What follows belongs to an exercise in optimizing a design on an open flow for small area, a short achievable clock period and few clock cycles per item; a production flow would make more cautious choices. The RTL was checked by simulation tests, not by an equivalence proof against the original design.

File: design/flow/config.mk
export PLATFORM = sky130hd
export DESIGN_NAME = first_person_camera_pose
export DESIGN_NICKNAME = first_person_camera_pose
export VERILOG_FILES = /design/flow/design.v
export SDC_FILE = /design/flow/constraint.sdc
export NUM_CORES = 4
export LEC_CHECK = 0
export CAP_MARGIN = 20
export CORE_MARGIN = 2
export CORE_UTILIZATION = 40
export SLEW_MARGIN = 20
File: design/flow/constraint.sdc
create_clock -name core_clock -period 12.0 [get_ports {clk_i}]
set_input_delay 2.4000 -clock core_clock [delete_from_list [all_inputs] [get_ports {clk_i}]]
set_output_delay 2.4000 -clock core_clock [all_outputs]
set_load 0.01 [all_outputs]
File: design/flow/design.v
`timescale 1ns / 1ps
module first_person_camera_pose #(
  parameter int CORDIC_STEPS = 16
) (
  input  logic                clk_i,
  input  logic                rst_ni,
  input  logic                cfg_we_i,
  input  logic [2:0]          cfg_addr_i,
  input  logic [15:0]         cfg_wdata_i,
  input  logic                in_valid_i,
  output logic                in_stall_o,
  input  logic [1:0]          req_type_i,
  input  logic [2:0]          direction_i,
  input  logic [15:0]         delta_time_i,
  input  logic signed [15:0]  x_offset_i,
  input  logic signed [15:0]  y_offset_i,
  input  logic                can_go_up_i,
  input  logic                can_go_down_i,
  input  logic signed [31:0]  set_pos_x_i,
  input  logic signed [31:0]  set_pos_y_i,
  input  logic signed [31:0]  set_pos_z_i,
  input  logic signed [24:0]  set_yaw_i,
  input  logic signed [23:0]  set_pitch_i,
  output logic                out_valid_o,
  input  logic                out_stall_i,
  output logic signed [31:0]  pos_x_o,
  output logic signed [31:0]  pos_y_o,
  output logic signed [31:0]  pos_z_o,
  output logic signed [15:0]  front_x_o,
  output logic signed [15:0]  front_y_o,
  output logic signed [15:0]  front_z_o,
  output logic signed [15:0]  right_x_o,
  output logic signed [15:0]  right_y_o,
  output logic signed [15:0]  right_z_o,
  output logic signed [15:0]  up_x_o,
  output logic signed [15:0]  up_y_o,
  output logic signed [15:0]  up_z_o
);
  localparam logic [1:0] REQ_MOVE = 2'd0;
  localparam logic [1:0] REQ_LOOK = 2'd1;
  localparam logic [1:0] REQ_SET  = 2'd2;
  localparam logic [2:0] DIR_FWD   = 3'd0;
  localparam logic [2:0] DIR_BACK  = 3'd1;
  localparam logic [2:0] DIR_LEFT  = 3'd2;
  localparam logic [2:0] DIR_RIGHT = 3'd3;
  localparam logic [2:0] DIR_UP    = 3'd4;
  localparam logic [2:0] DIR_DOWN  = 3'd5;
  localparam logic [2:0] CFG_SENS  = 3'd0;
  localparam logic [2:0] CFG_SPEED = 3'd1;
  localparam logic [2:0] CFG_FLY   = 3'd2;
  localparam logic [2:0] CFG_WUX   = 3'd3;
  localparam logic [2:0] CFG_WUY   = 3'd4;
  localparam logic [2:0] CFG_WUZ   = 3'd5;
  localparam int DEG90     = 5898240;
  localparam int DEG180    = 11796480;
  localparam int DEG360    = 23592960;
  localparam int PITCH_LIM = 5832704;
  localparam int CORDIC_GAIN = 652032874;
  localparam logic signed [15:0] ONE_Q14 = 16'sd16384;
  typedef enum logic [4:0] {
    S_IDLE, S_MVEL, S_MSEL, S_MAPPLY, S_LOOK, S_WRAP, S_CINIT, S_CORD,
    S_CEND, S_FRONT, S_NHALF, S_NSQ, S_NCHK, S_NROOT, S_DINIT, S_DIV,
    S_DEND, S_NEND, S_CROSS, S_DONE
  } state_e;
  typedef enum logic [1:0] {
    NT_HFRONT, NT_FRONT, NT_RIGHT, NT_UP
  } norm_tgt_e;
  function automatic logic signed [25:0] atan_deg(input logic [4:0] i);
    logic signed [25:0] r;
    case (i)
      5'd0:  r = 26'sd2949120;
      5'd1:  r = 26'sd1740967;
      5'd2:  r = 26'sd919879;
      5'd3:  r = 26'sd466945;
      5'd4:  r = 26'sd234379;
      5'd5:  r = 26'sd117266;
      5'd6:  r = 26'sd58666;
      5'd7:  r = 26'sd29335;
      5'd8:  r = 26'sd14668;
      5'd9:  r = 26'sd7334;
      5'd10: r = 26'sd3667;
      5'd11: r = 26'sd1833;
      5'd12: r = 26'sd917;
      5'd13: r = 26'sd458;
      5'd14: r = 26'sd229;
      5'd15: r = 26'sd115;
      5'd16: r = 26'sd57;
      5'd17: r = 26'sd29;
      5'd18: r = 26'sd14;
      5'd19: r = 26'sd7;
      5'd20: r = 26'sd4;
      5'd21: r = 26'sd2;
      5'd22: r = 26'sd1;
      default: r = 26'sd0;
    endcase
    atan_deg = r;
  endfunction
  function automatic logic [1:0] cr_a_idx(input logic [2:0] j);
    logic [1:0] r;
    case (j)
      3'd0: r = 2'd1;
      3'd1: r = 2'd2;
      3'd2: r = 2'd2;
      3'd3: r = 2'd0;
      3'd4: r = 2'd0;
      3'd5: r = 2'd1;
      default: r = 2'd0;
    endcase
    cr_a_idx = r;
  endfunction
  function automatic logic [1:0] cr_b_idx(input logic [2:0] j);
    logic [1:0] r;
    case (j)
      3'd0: r = 2'd2;
      3'd1: r = 2'd1;
      3'd2: r = 2'd0;
      3'd3: r = 2'd2;
      3'd4: r = 2'd1;
      3'd5: r = 2'd0;
      default: r = 2'd0;
    endcase
    cr_b_idx = r;
  endfunction
  function automatic logic signed [15:0] pick16(input logic signed [15:0] v0,
                                                input logic signed [15:0] v1,
                                                input logic signed [15:0] v2,
                                                input logic [1:0] i);
    logic signed [15:0] r;
    case (i)
      2'd1:    r = v1;
      2'd2:    r = v2;
      default: r = v0;
    endcase
    pick16 = r;
  endfunction
  function automatic logic signed [33:0] pick34(input logic signed [33:0] v0,
                                                input logic signed [33:0] v1,
                                                input logic signed [33:0] v2,
                                                input logic [1:0] i);
    logic signed [33:0] r;
    case (i)
      2'd1:    r = v1;
      2'd2:    r = v2;
      default: r = v0;
    endcase
    pick34 = r;
  endfunction
  function automatic logic signed [23:0] clamp_pitch(input logic signed [29:0] p);
    logic signed [23:0] r;
    if (p > 30'(PITCH_LIM)) begin
      r = 24'(PITCH_LIM);
    end else if (p < -(30'(PITCH_LIM))) begin
      r = -(24'(PITCH_LIM));
    end else begin
      r = 24'(p);
    end
    clamp_pitch = r;
  endfunction
  function automatic logic signed [31:0] sat32(input logic signed [33:0] v);
    logic signed [31:0] r;
    if (v > 34'sd2147483647) begin
      r = 32'sh7fffffff;
    end else if (v < -34'sd2147483648) begin
      r = 32'sh80000000;
    end else begin
      r = 32'(v);
    end
    sat32 = r;
  endfunction
  function automatic logic big30(input logic signed [33:0] v);
    big30 = (v >= 34'sd1073741824) || (v <= -34'sd1073741824);
  endfunction
  localparam logic [4:0] LAST_STEP = 5'(CORDIC_STEPS - 1);
  state_e state_q, state_d;
  logic [4:0] cnt_q;
  logic       in_acc, out_load, out_valid_q;
  logic [15:0]        sens_q, speed_q;
  logic               fly_q;
  logic signed [15:0] wu_q [3];
  logic signed [31:0] pos_q [3];
  logic signed [24:0] yaw_q;
  logic signed [23:0] pitch_q;
  logic signed [15:0] fv_q [3];
  logic signed [15:0] rv_q [3];
  logic signed [15:0] uv_q [3];
  logic [2:0]         dir_q;
  logic [15:0]        dt_q;
  logic signed [15:0] xo_q, yo_q;
  logic               cgu_q, cgd_q;
  logic [23:0]        vel_q;
  logic signed [15:0] mvec_q [3];
  logic               sub_q;
  logic signed [29:0] wrap_q;
  logic               phase_q, neg_q, cross_sel_q;
  logic signed [33:0] cx_q, cy_q_r, sy_q, cyw_q, sp_q, cp_q;
  logic signed [25:0] ca_q;
  logic signed [33:0] nv_q [3];
  logic signed [15:0] nres_q [3];
  norm_tgt_e          tgt_q;
  logic [61:0]        len_q, rem_q;
  logic [62:0]        res_q, bit_q;
  logic [47:0]        dnum_q;
  logic [15:0]        qt_q;
  logic [1:0]         nk_q;
  logic signed [33:0] ma, mb;
  logic signed [67:0] prod_q;
  logic signed [31:0] opos_q [3];
  logic signed [15:0] ofv_q [3];
  logic signed [15:0] orv_q [3];
  logic signed [15:0] ouv_q [3];
  logic signed [67:0] rnd14, rnd4;
  logic signed [33:0] mv_d;
  logic signed [29:0] ang_d;
  logic signed [33:0] mv_sum;
  logic signed [31:0] pos_cur;
  logic               any_big;
  logic [62:0]        trial;
  logic [48:0]        den_sh;
  logic signed [33:0] nv_sel;
  logic [29:0]        nv_abs;
  logic [15:0]        q_cl;
  logic signed [25:0] cin_a;
  logic               go_vert;
  logic [2:0]         cj;
  assign in_acc = in_valid_i && (state_q == S_IDLE);
  always_comb begin
    rnd14   = prod_q + 68'sd8192;
    rnd4    = prod_q + 68'sd8;
    mv_d    = 34'(rnd14 >>> 14);
    ang_d   = 30'(rnd4 >>> 4);
    pos_cur = pos_q[0];
    case (cnt_q)
      5'd2:    pos_cur = pos_q[1];
      5'd3:    pos_cur = pos_q[2];
      default: pos_cur = pos_q[0];
    endcase
    mv_sum  = sub_q ? (34'(pos_cur) - mv_d) : (34'(pos_cur) + mv_d);
    any_big = big30(nv_q[0]) || big30(nv_q[1]) || big30(nv_q[2]);
    trial   = res_q + bit_q;
    den_sh  = 49'({res_q[31:0], 1'b0}) << cnt_q[3:0];
    nv_sel  = pick34(nv_q[0], nv_q[1], nv_q[2], nk_q);
    nv_abs  = nv_sel[33] ? 30'(-nv_sel) : 30'(nv_sel);
    q_cl    = (qt_q > 16'd32767) ? 16'd32767 : qt_q;
    cin_a   = phase_q ? 26'(pitch_q) : 26'(yaw_q);
    go_vert = fly_q && ((dir_q == DIR_UP) ? cgu_q : cgd_q);
    cj      = cnt_q[2:0];
  end
  always_comb begin
    ma = '0;
    mb = '0;
    case (state_q)
      S_MVEL: begin
        ma = signed'(34'(speed_q));
        mb = signed'(34'(dt_q));
      end
      S_MAPPLY: begin
        ma = signed'(34'(vel_q));
        mb = 34'(pick16(mvec_q[0], mvec_q[1], mvec_q[2],
                        (cnt_q < 5'd3) ? cnt_q[1:0] : 2'd0));
      end
      S_LOOK: begin
        ma = signed'(34'(sens_q));
        mb = (cnt_q == 5'd0) ? 34'(xo_q) : 34'(yo_q);
      end
      S_FRONT: begin
        ma = (cnt_q == 5'd0) ? cyw_q : sy_q;
        mb = cp_q;
      end
      S_NSQ: begin
        ma = pick34(nv_q[0], nv_q[1], nv_q[2], (cnt_q < 5'd3) ? cnt_q[1:0] : 2'd0);
        mb = ma;
      end
      S_CROSS: begin
        if (cross_sel_q) begin
          ma = 34'(pick16(rv_q[0], rv_q[1], rv_q[2], cr_a_idx(cj)));
          mb = 34'(pick16(fv_q[0], fv_q[1], fv_q[2], cr_b_idx(cj)));
        end else begin
          ma = 34'(pick16(fv_q[0], fv_q[1], fv_q[2], cr_a_idx(cj)));
          mb = 34'(pick16(wu_q[0], wu_q[1], wu_q[2], cr_b_idx(cj)));
        end
      end
      default: begin
        ma = '0;
        mb = '0;
      end
    endcase
  end
  always_ff @(posedge clk_i) begin
    prod_q <= ma * mb;
  end
  always_comb begin
    state_d = state_q;
    case (state_q)
      S_IDLE: begin
        if (in_acc) begin
          case (req_type_i)
            REQ_MOVE: state_d = S_MVEL;
            REQ_LOOK: state_d = S_LOOK;
            REQ_SET:  state_d = S_WRAP;
            default:  state_d = S_DONE;
          endcase
        end
      end
      S_MVEL: state_d = S_MSEL;
      S_MSEL: begin
        case (dir_q)
          DIR_FWD, DIR_BACK:   state_d = S_NHALF;
          DIR_LEFT, DIR_RIGHT: state_d = S_MAPPLY;
          DIR_UP, DIR_DOWN:    state_d = go_vert ? S_MAPPLY : S_DONE;
          default:             state_d = S_DONE;
        endcase
      end
      S_MAPPLY: if (cnt_q == 5'd3) state_d = S_DONE;
      S_LOOK:   if (cnt_q == 5'd2) state_d = S_WRAP;
      S_WRAP: begin
        if (wrap_q >= 30'(DEG360) || wrap_q < 30'sd0) begin
          state_d = S_WRAP;
        end else begin
          state_d = S_CINIT;
        end
      end
      S_CINIT:  state_d = S_CORD;
      S_CORD:   if (cnt_q == LAST_STEP) state_d = S_CEND;
      S_CEND:   state_d = phase_q ? S_FRONT : S_CINIT;
      S_FRONT:  if (cnt_q == 5'd2) state_d = S_NHALF;
      S_NHALF:  if (!any_big) state_d = S_NSQ;
      S_NSQ:    if (cnt_q == 5'd3) state_d = S_NCHK;
      S_NCHK:   state_d = (len_q == '0) ? S_NEND : S_NROOT;
      S_NROOT:  if (cnt_q == 5'd31) state_d = S_DINIT;
      S_DINIT:  state_d = S_DIV;
      S_DIV:    if (cnt_q == 5'd0) state_d = S_DEND;
      S_DEND:   state_d = (nk_q == 2'd2) ? S_NEND : S_DINIT;
      S_NEND: begin
        case (tgt_q)
          NT_HFRONT: state_d = S_MAPPLY;
          NT_UP:     state_d = S_DONE;
          default:   state_d = S_CROSS;
        endcase
      end
      S_CROSS:  if (cnt_q == 5'd6) state_d = S_NHALF;
      S_DONE:   if (!out_valid_q || !out_stall_i) state_d = S_IDLE;
      default:  state_d = S_IDLE;
    endcase
  end
  always_comb begin
    in_stall_o = (state_q != S_IDLE);
    out_load   = (state_q == S_DONE) && (!out_valid_q || !out_stall_i);
  end
  always_ff @(posedge clk_i or negedge rst_ni) begin
    if (!rst_ni) begin
      state_q     <= S_IDLE;
      out_valid_q <= 1'b0;
    end else begin
      state_q     <= state_d;
      out_valid_q <= out_load || (out_valid_q && out_stall_i);
    end
  end
  always_ff @(posedge clk_i or negedge rst_ni) begin
    if (!rst_ni) begin
      sens_q  <= 16'd3932;
      speed_q <= 16'd2560;
      fly_q   <= 1'b1;
      wu_q[0] <= 16'sd0;
      wu_q[1] <= ONE_Q14;
      wu_q[2] <= 16'sd0;
    end else if (cfg_we_i) begin
      case (cfg_addr_i)
        CFG_SENS:  sens_q  <= cfg_wdata_i;
        CFG_SPEED: speed_q <= cfg_wdata_i;
        CFG_FLY:   fly_q   <= cfg_wdata_i[0];
        CFG_WUX:   wu_q[0] <= signed'(cfg_wdata_i);
        CFG_WUY:   wu_q[1] <= signed'(cfg_wdata_i);
        CFG_WUZ:   wu_q[2] <= signed'(cfg_wdata_i);
        default:   ;
      endcase
    end
  end
  always_ff @(posedge clk_i or negedge rst_ni) begin
    if (!rst_ni) begin
      pos_q[0] <= '0;
      pos_q[1] <= '0;
      pos_q[2] <= '0;
      yaw_q    <= '0;
      pitch_q  <= '0;
      fv_q[0]  <= ONE_Q14;
      fv_q[1]  <= '0;
      fv_q[2]  <= '0;
      rv_q[0]  <= '0;
      rv_q[1]  <= '0;
      rv_q[2]  <= ONE_Q14;
      uv_q[0]  <= '0;
      uv_q[1]  <= ONE_Q14;
      uv_q[2]  <= '0;
    end else begin
      if (in_acc && req_type_i == REQ_SET) begin
        pos_q[0] <= set_pos_x_i;
        pos_q[1] <= set_pos_y_i;
        pos_q[2] <= set_pos_z_i;
        pitch_q  <= clamp_pitch(30'(set_pitch_i));
      end
      if (state_q == S_MAPPLY) begin
        case (cnt_q)
          5'd1:    pos_q[0] <= sat32(mv_sum);
          5'd2:    pos_q[1] <= sat32(mv_sum);
          5'd3:    pos_q[2] <= sat32(mv_sum);
          default: ;
        endcase
      end
      if (state_q == S_LOOK && cnt_q == 5'd2) begin
        pitch_q <= clamp_pitch(30'(pitch_q) + ang_d);
      end
      if (state_q == S_WRAP && state_d == S_CINIT) begin
        yaw_q <= 25'(wrap_q - 30'(DEG180));
      end
      if (state_q == S_NEND) begin
        case (tgt_q)
          NT_FRONT: begin
            fv_q[0] <= nres_q[0];
            fv_q[1] <= nres_q[1];
            fv_q[2] <= nres_q[2];
          end
          NT_RIGHT: begin
            rv_q[0] <= nres_q[0];
            rv_q[1] <= nres_q[1];
            rv_q[2] <= nres_q[2];
          end
          NT_UP:    begin
            uv_q[0] <= nres_q[0];
            uv_q[1] <= nres_q[1];
            uv_q[2] <= nres_q[2];
          end
          default:  ;
        endcase
      end
    end
  end
  always_ff @(posedge clk_i) begin
    cnt_q <= (state_d == state_q) ? cnt_q + 5'd1 : 5'd0;
    case (state_q)
      S_IDLE: begin
        if (in_acc) begin
          dir_q  <= direction_i;
          dt_q   <= delta_time_i;
          xo_q   <= x_offset_i;
          yo_q   <= y_offset_i;
          cgu_q  <= can_go_up_i;
          cgd_q  <= can_go_down_i;
          wrap_q <= 30'(set_yaw_i) + 30'(DEG180);
        end
      end
      S_MSEL: begin
        vel_q <= prod_q[31:8];
        case (dir_q)
          DIR_FWD, DIR_BACK: begin
            nv_q[0] <= 34'(fv_q[0]);
            nv_q[1] <= '0;
            nv_q[2] <= 34'(fv_q[2]);
            tgt_q   <= NT_HFRONT;
            sub_q   <= (dir_q == DIR_BACK);
          end
          DIR_LEFT, DIR_RIGHT: begin
            mvec_q[0] <= rv_q[0];
            mvec_q[1] <= rv_q[1];
            mvec_q[2] <= rv_q[2];
            sub_q  <= (dir_q == DIR_LEFT);
          end
          default: begin
            mvec_q[0] <= wu_q[0];
            mvec_q[1] <= wu_q[1];
            mvec_q[2] <= wu_q[2];
            sub_q  <= (dir_q == DIR_DOWN);
          end
        endcase
      end
      S_LOOK: begin
        if (cnt_q == 5'd1) begin
          wrap_q <= 30'(yaw_q) + ang_d + 30'(DEG180);
        end
      end
      S_WRAP: begin
        if (wrap_q >= 30'(DEG360)) begin
          wrap_q <= wrap_q - 30'(DEG360);
        end else if (wrap_q < 30'sd0) begin
          wrap_q <= wrap_q + 30'(DEG360);
        end
        phase_q <= 1'b0;
      end
      S_CINIT: begin
        if (cin_a > 26'(DEG90)) begin
          ca_q  <= cin_a - 26'(DEG180);
          neg_q <= 1'b1;
        end else if (cin_a < -(26'(DEG90))) begin
          ca_q  <= cin_a + 26'(DEG180);
          neg_q <= 1'b1;
        end else begin
          ca_q  <= cin_a;
          neg_q <= 1'b0;
        end
        cx_q   <= 34'(CORDIC_GAIN);
        cy_q_r <= '0;
      end
      S_CORD: begin
        if (!ca_q[25]) begin
          cx_q   <= cx_q - (cy_q_r >>> cnt_q);
          cy_q_r <= cy_q_r + (cx_q >>> cnt_q);
          ca_q   <= ca_q - atan_deg(cnt_q);
        end else begin
          cx_q   <= cx_q + (cy_q_r >>> cnt_q);
          cy_q_r <= cy_q_r - (cx_q >>> cnt_q);
          ca_q   <= ca_q + atan_deg(cnt_q);
        end
      end
      S_CEND: begin
        if (phase_q) begin
          sp_q <= neg_q ? -cy_q_r : cy_q_r;
          cp_q <= neg_q ? -cx_q : cx_q;
        end else begin
          sy_q  <= neg_q ? -cy_q_r : cy_q_r;
          cyw_q <= neg_q ? -cx_q : cx_q;
        end
        phase_q <= 1'b1;
      end
      S_FRONT: begin
        if (cnt_q == 5'd1) begin
          nv_q[0] <= 34'(prod_q >>> 30);
        end
        if (cnt_q == 5'd2) begin
          nv_q[2] <= 34'(prod_q >>> 30);
          nv_q[1] <= sp_q;
          tgt_q   <= NT_FRONT;
        end
      end
      S_NHALF: begin
        if (any_big) begin
          nv_q[0] <= nv_q[0] >>> 1;
          nv_q[1] <= nv_q[1] >>> 1;
          nv_q[2] <= nv_q[2] >>> 1;
        end
      end
      S_NSQ: begin
        if (cnt_q == 5'd1) begin
          len_q <= prod_q[61:0];
        end else if (cnt_q != 5'd0) begin
          len_q <= len_q + prod_q[61:0];
        end
      end
      S_NCHK: begin
        rem_q  <= len_q;
        res_q  <= '0;
        bit_q  <= 63'(1) << 62;
        nk_q   <= 2'd0;
        nres_q[0] <= '0;
        nres_q[1] <= '0;
        nres_q[2] <= '0;
      end
      S_NROOT: begin
        if ({1'b0, rem_q} >= trial) begin
          rem_q <= rem_q - trial[61:0];
          res_q <= (res_q >> 1) + bit_q;
        end else begin
          res_q <= res_q >> 1;
        end
        bit_q <= bit_q >> 2;
      end
      S_DINIT: begin
        dnum_q <= (48'(nv_abs) << 15) + 48'(res_q[31:0]);
        qt_q   <= '0;
        cnt_q  <= 5'd15;
      end
      S_DIV: begin
        if ({1'b0, dnum_q} >= den_sh) begin
          dnum_q <= dnum_q - den_sh[47:0];
          qt_q[cnt_q[3:0]] <= 1'b1;
        end
        cnt_q <= cnt_q - 5'd1;
      end
      S_DEND: begin
        case (nk_q)
          2'd0:    nres_q[0] <= nv_sel[33] ? -signed'(q_cl) : signed'(q_cl);
          2'd1:    nres_q[1] <= nv_sel[33] ? -signed'(q_cl) : signed'(q_cl);
          default: nres_q[2] <= nv_sel[33] ? -signed'(q_cl) : signed'(q_cl);
        endcase
        nk_q <= nk_q + 2'd1;
      end
      S_NEND: begin
        case (tgt_q)
          NT_HFRONT: begin
            mvec_q[0] <= nres_q[0];
            mvec_q[1] <= nres_q[1];
            mvec_q[2] <= nres_q[2];
          end
          NT_FRONT:  cross_sel_q <= 1'b0;
          NT_RIGHT:  cross_sel_q <= 1'b1;
          default:   ;
        endcase
      end
      S_CROSS: begin
        case (cnt_q)
          5'd1: nv_q[0] <= 34'(prod_q);
          5'd2: nv_q[0] <= nv_q[0] - 34'(prod_q);
          5'd3: nv_q[1] <= 34'(prod_q);
          5'd4: nv_q[1] <= nv_q[1] - 34'(prod_q);
          5'd5: nv_q[2] <= 34'(prod_q);
          5'd6: begin
            nv_q[2] <= nv_q[2] - 34'(prod_q);
            tgt_q   <= cross_sel_q ? NT_UP : NT_RIGHT;
          end
          default: ;
        endcase
      end
      default: ;
    endcase
  end
  always_ff @(posedge clk_i) begin
    if (out_load) begin
      opos_q[0] <= pos_q[0];
      opos_q[1] <= pos_q[1];
      opos_q[2] <= pos_q[2];
      ofv_q[0] <= fv_q[0];
      ofv_q[1] <= fv_q[1];
      ofv_q[2] <= fv_q[2];
      orv_q[0] <= rv_q[0];
      orv_q[1] <= rv_q[1];
      orv_q[2] <= rv_q[2];
      ouv_q[0] <= uv_q[0];
      ouv_q[1] <= uv_q[1];
      ouv_q[2] <= uv_q[2];
    end
  end
  assign out_valid_o = out_valid_q;
  assign pos_x_o     = opos_q[0];
  assign pos_y_o     = opos_q[1];
  assign pos_z_o     = opos_q[2];
  assign front_x_o   = ofv_q[0];
  assign front_y_o   = ofv_q[1];
  assign front_z_o   = ofv_q[2];
  assign right_x_o   = orv_q[0];
  assign right_y_o   = orv_q[1];
  assign right_z_o   = orv_q[2];
  assign up_x_o      = ouv_q[0];
  assign up_y_o      = ouv_q[1];
  assign up_z_o      = ouv_q[2];
endmodule
File: design/flow/run.sh
#!/bin/bash
# synth_recipe.tcl (not shown) runs the flow's synth.tcl, then flattens the netlist and writes it again
# the make line also repeats each setting of config.mk as NAME=value (left out here)
make -C /OpenROAD-flow-scripts/flow DESIGN_CONFIG=/design/flow/config.mk WORK_HOME=/design/flow/orfs CLKGATE_MAP_FILE= SYNTH_SCRIPT=/design/flow/synth_recipe.tcl finish
==> results.toml <==
[min_path]
min_path_type = "flip-flop to flip-flop"

[synthesis]
synth-async-reset-ratio_pct = 24.5
ys_top_cells_by_area = "edfxtp_1, fa_1, ha_1"
netlist_area_um2 = 143000
yosys.area.top_type = "edfxtp_1"
ys_warn_count = 13
syn_area_per_cell_um2 = 9.41
synth-seq-cells = 1532
synth_edf_count = 1065
synthDistinctLibCells = 99
netlist_instances = 15200
synth_top_cell_area_share_pct = 22.4
seq_area_frac_synth_pct = 30.3
syn_nets = 17400
ys.flop_type = "edfxtp_1"

[sta]
max_freq_mhz = 85.4
slew_viol_final = 0
worst_pin_slew_ps = 1330
hold_viol = 0
fin_crit_ps = 11710
post-route-period-util_pct = 97.5
clock_skew_ps = 150
rsz0062_at_grt = "false"
fin_setup_tns_ps = 0
slew_headroom_pct = 11.5
setup_violations = 0

[floorplan]
die-area_um2 = 362000
core_um2 = 355000
io_pins = 466
rows = 219
initial_core_util_pct = 40.2
die_h_um = 601
die_w_um = 601

[placed_design]
port_buffers = 465
gp_congestion = 1.04
dp_hpwl_mm = 439
dp.cells = 20100
placed_cell_area_um2 = 155000

[global_routing]
first_global_vias = 116000
grt_max_degree = 151
antenna_found_initial = 53
grtUsageTotal_pct = 30.4
grt_first_pass_wirelength_mm = 812
grt.overflow.total = 0

[setup_path]
cp.arrival_ps = 12560
crit_slowest_cell = "a222oi_1"
slowest_delay_ps = 1030
required_ps = 12850
start_kind = "flip-flop"
path_max_fanout = 20
cpMostUsedCell = "fa_1"
crit_type = "flip-flop to flip-flop"
worst_setup_path_end_kind = "flip-flop"

[clock_tree]
clockBufferDepth = 4
clock-sinks = 1532
cts-root-buf = "clkbuf_16"
clk_pin_slew_ps = 70
htree_levels = 4
cts_tree = "built"
cts_buffers = 192
insertion_delay_ps = 990
cts_hold_buf = 0

[drt]
drtAntennaViolNets = 0
vias = 120000
drtIter0Drc = 14500
dr.pass1.iters = 10
wl_per_cell_um = 27.5
via_per_inst = 5.88
drc = 0
drt-total-wl_mm = 564

[layout]
fin_util_pct = 45.5
areaGrowthSynthToFinish_pct = 13.3
final_cell_count_no_fill = 20500
regArea_um2 = 43200
final_cell_mix = "nand2_1, inv_1, nor2_1, fa_1, edfxtp_1"
multiInputGateArea_um2 = 91400
layout-drive-gt1-share_pct = 9.52
n_fill_cell = 34200
layout_commonest_cell = "nand2_1"
final_nets = 17800
fin_area_um2 = 162000

[status]
status = "finished clean"

[flow_run]
cap_violations = 0
final cells by class:
cell class                      count  share of cell area, %
Multi-Input combinational cell  11300                   56.5
Sequential cell                  1532                   26.7
Timing Repair Buffer              972                   5.42
Tap cell                         4751                   3.68
Inverter                         1536                   3.57
Clock buffer                      250                   3.34
Clock inverter                    106                  0.723
Antenna cell                       31                 0.0480
sequential cells by signal, indices dropped and copies added (netlist names), 34 cells and up, named ones only:
name and count:
nv_q 102, opos_q 96, pos_q 96, prod_q 64, res_q 63, len_q 62
rem_q 62, fv_q 48, mvec_q 48, nres_q 48, ofv_q 48, orv_q 48
ouv_q 48, rv_q 48, uv_q 48, wu_q 48, dnum_q 47, cp_q 34
cx_q 34, cy_q_r 34, cyw_q 34, sp_q 34, sy_q 34
kinds of logic after synthesis:
| group | count (synthesis) | share of synthesized area [%] |
|---|---|---|
| buffers and inverters | 2336 | 6.21 |
| adder cells (fa/ha/maj) | 2013 | 24.0 |
| multiplexers | 624 | 5.47 |
| AO/OA/AOI/OAI | 3348 | 15.0 |
| AND/OR/NAND/NOR | 4455 | 13.8 |
| XOR/XNOR | 869 | 5.34 |
| flip-flops | 1532 | 30.3 |
cell usage after synthesis (113+ instances only):
library cell,count
a211oi_1,127
a21o_1,269
a21oi_1,807
a22oi_1,219
a31oi_1,173
and3_1,113
clkbuf_1,670
dfrtp_1,361
edfxtp_1,1065
fa_1,1204
ha_1,809
inv_1,1530
mux2_2,363
mux2i_1,173
nand2_1,1796
nand3_1,184
nor2_1,1407
nor2b_1,113
nor3_1,196
o21ai_0,870
xnor2_1,515
xor2_1,353
worst max-delay path: cells and delay by family, from the launching register on:
family,cells,cell delay (ps)
XOR/XNOR,1,130
flip-flops,1,550
adder cells (fa/ha/maj),9,4430
buffers and inverters,12,1580
AND/OR/NAND/NOR,7,1630
AO/OA/AOI/OAI,11,3200
repair_timing:
item                       4_1_cts  5_1_grt
setup endpoints to repair        9       15
resized for setup                3       16
buffers inserted                 0        1
pin swaps                        0        3
final timing paths:
| kind | to | slack (ps) | startpoint | cells after the start |
|---|---|---|---|---|
| worst min-delay path | opos_q[0][6] | 410 | pos_q[0][6] | 0 |
| worst max-delay path | prod_q[61] | 290 | state_q[4] | 40 |
| worst min register to register | opos_q[0][6] | 410 | pos_q[0][6] | 0 |
| max in group asynchronous | pos_q[0][28] | 8110 | rst_ni | 3 |
| min in group asynchronous | uv_q[2][4] | 1460 | rst_ni | 1 |
| worst max register to register | prod_q[61] | 290 | state_q[4] | 40 |
stage by stage:
| step | setup WS [ps] | hold WS [ps] |
|---|---|---|
| 2_1_floorplan | 124 | 419 |
| 3_3_place_gp | -832 | 422 |
| 3_5_place_dp | -431 | 429 |
| 4_1_cts | 2.92 | 423 |
| 5_1_grt | 7.94 | 443 |
| 6_report | 294 | 414 |
metal layers:
layer  global-route usage [%]  part of all wire (%)  vias up
met5                   0.0793                 0.053        -
met4                     15.9                   6.2       42
met3                     7.48                    10     1271
met2                     46.4                    44     6123
met1                     40.0                    40    59800
li1                         -                     -    53300
Testbench counts, summed over its fixed seeds: cycles 440,815, items 2,400.

## what the ideal ports hide
The results above use ideal ports. As a check the final layout listed here was re-extracted and re-timed, cells and wires unchanged.
Step 1 assumes that a clkbuf_16 drives the clock port and a buf_2 every other input.
Step 2 moves the port delays by t, midway between the first and last clock arrival at a register: inputs arrive t later, outputs are due t later. That takes back most of the time a late clock gives input paths.
Slacks: ideal / step 1 / step 2; pairs: ideal / step 1.
t (ns): 1.023
setup WS [ns]: 0.294 / 0.294 / 0.294
clock arrival spread, ns: 0.150 / 0.150
After both steps setup and hold are still met in this run. For this run, drivers alone change the setup slack by 0.000 ns; drivers and shift together by 0.000 ns.
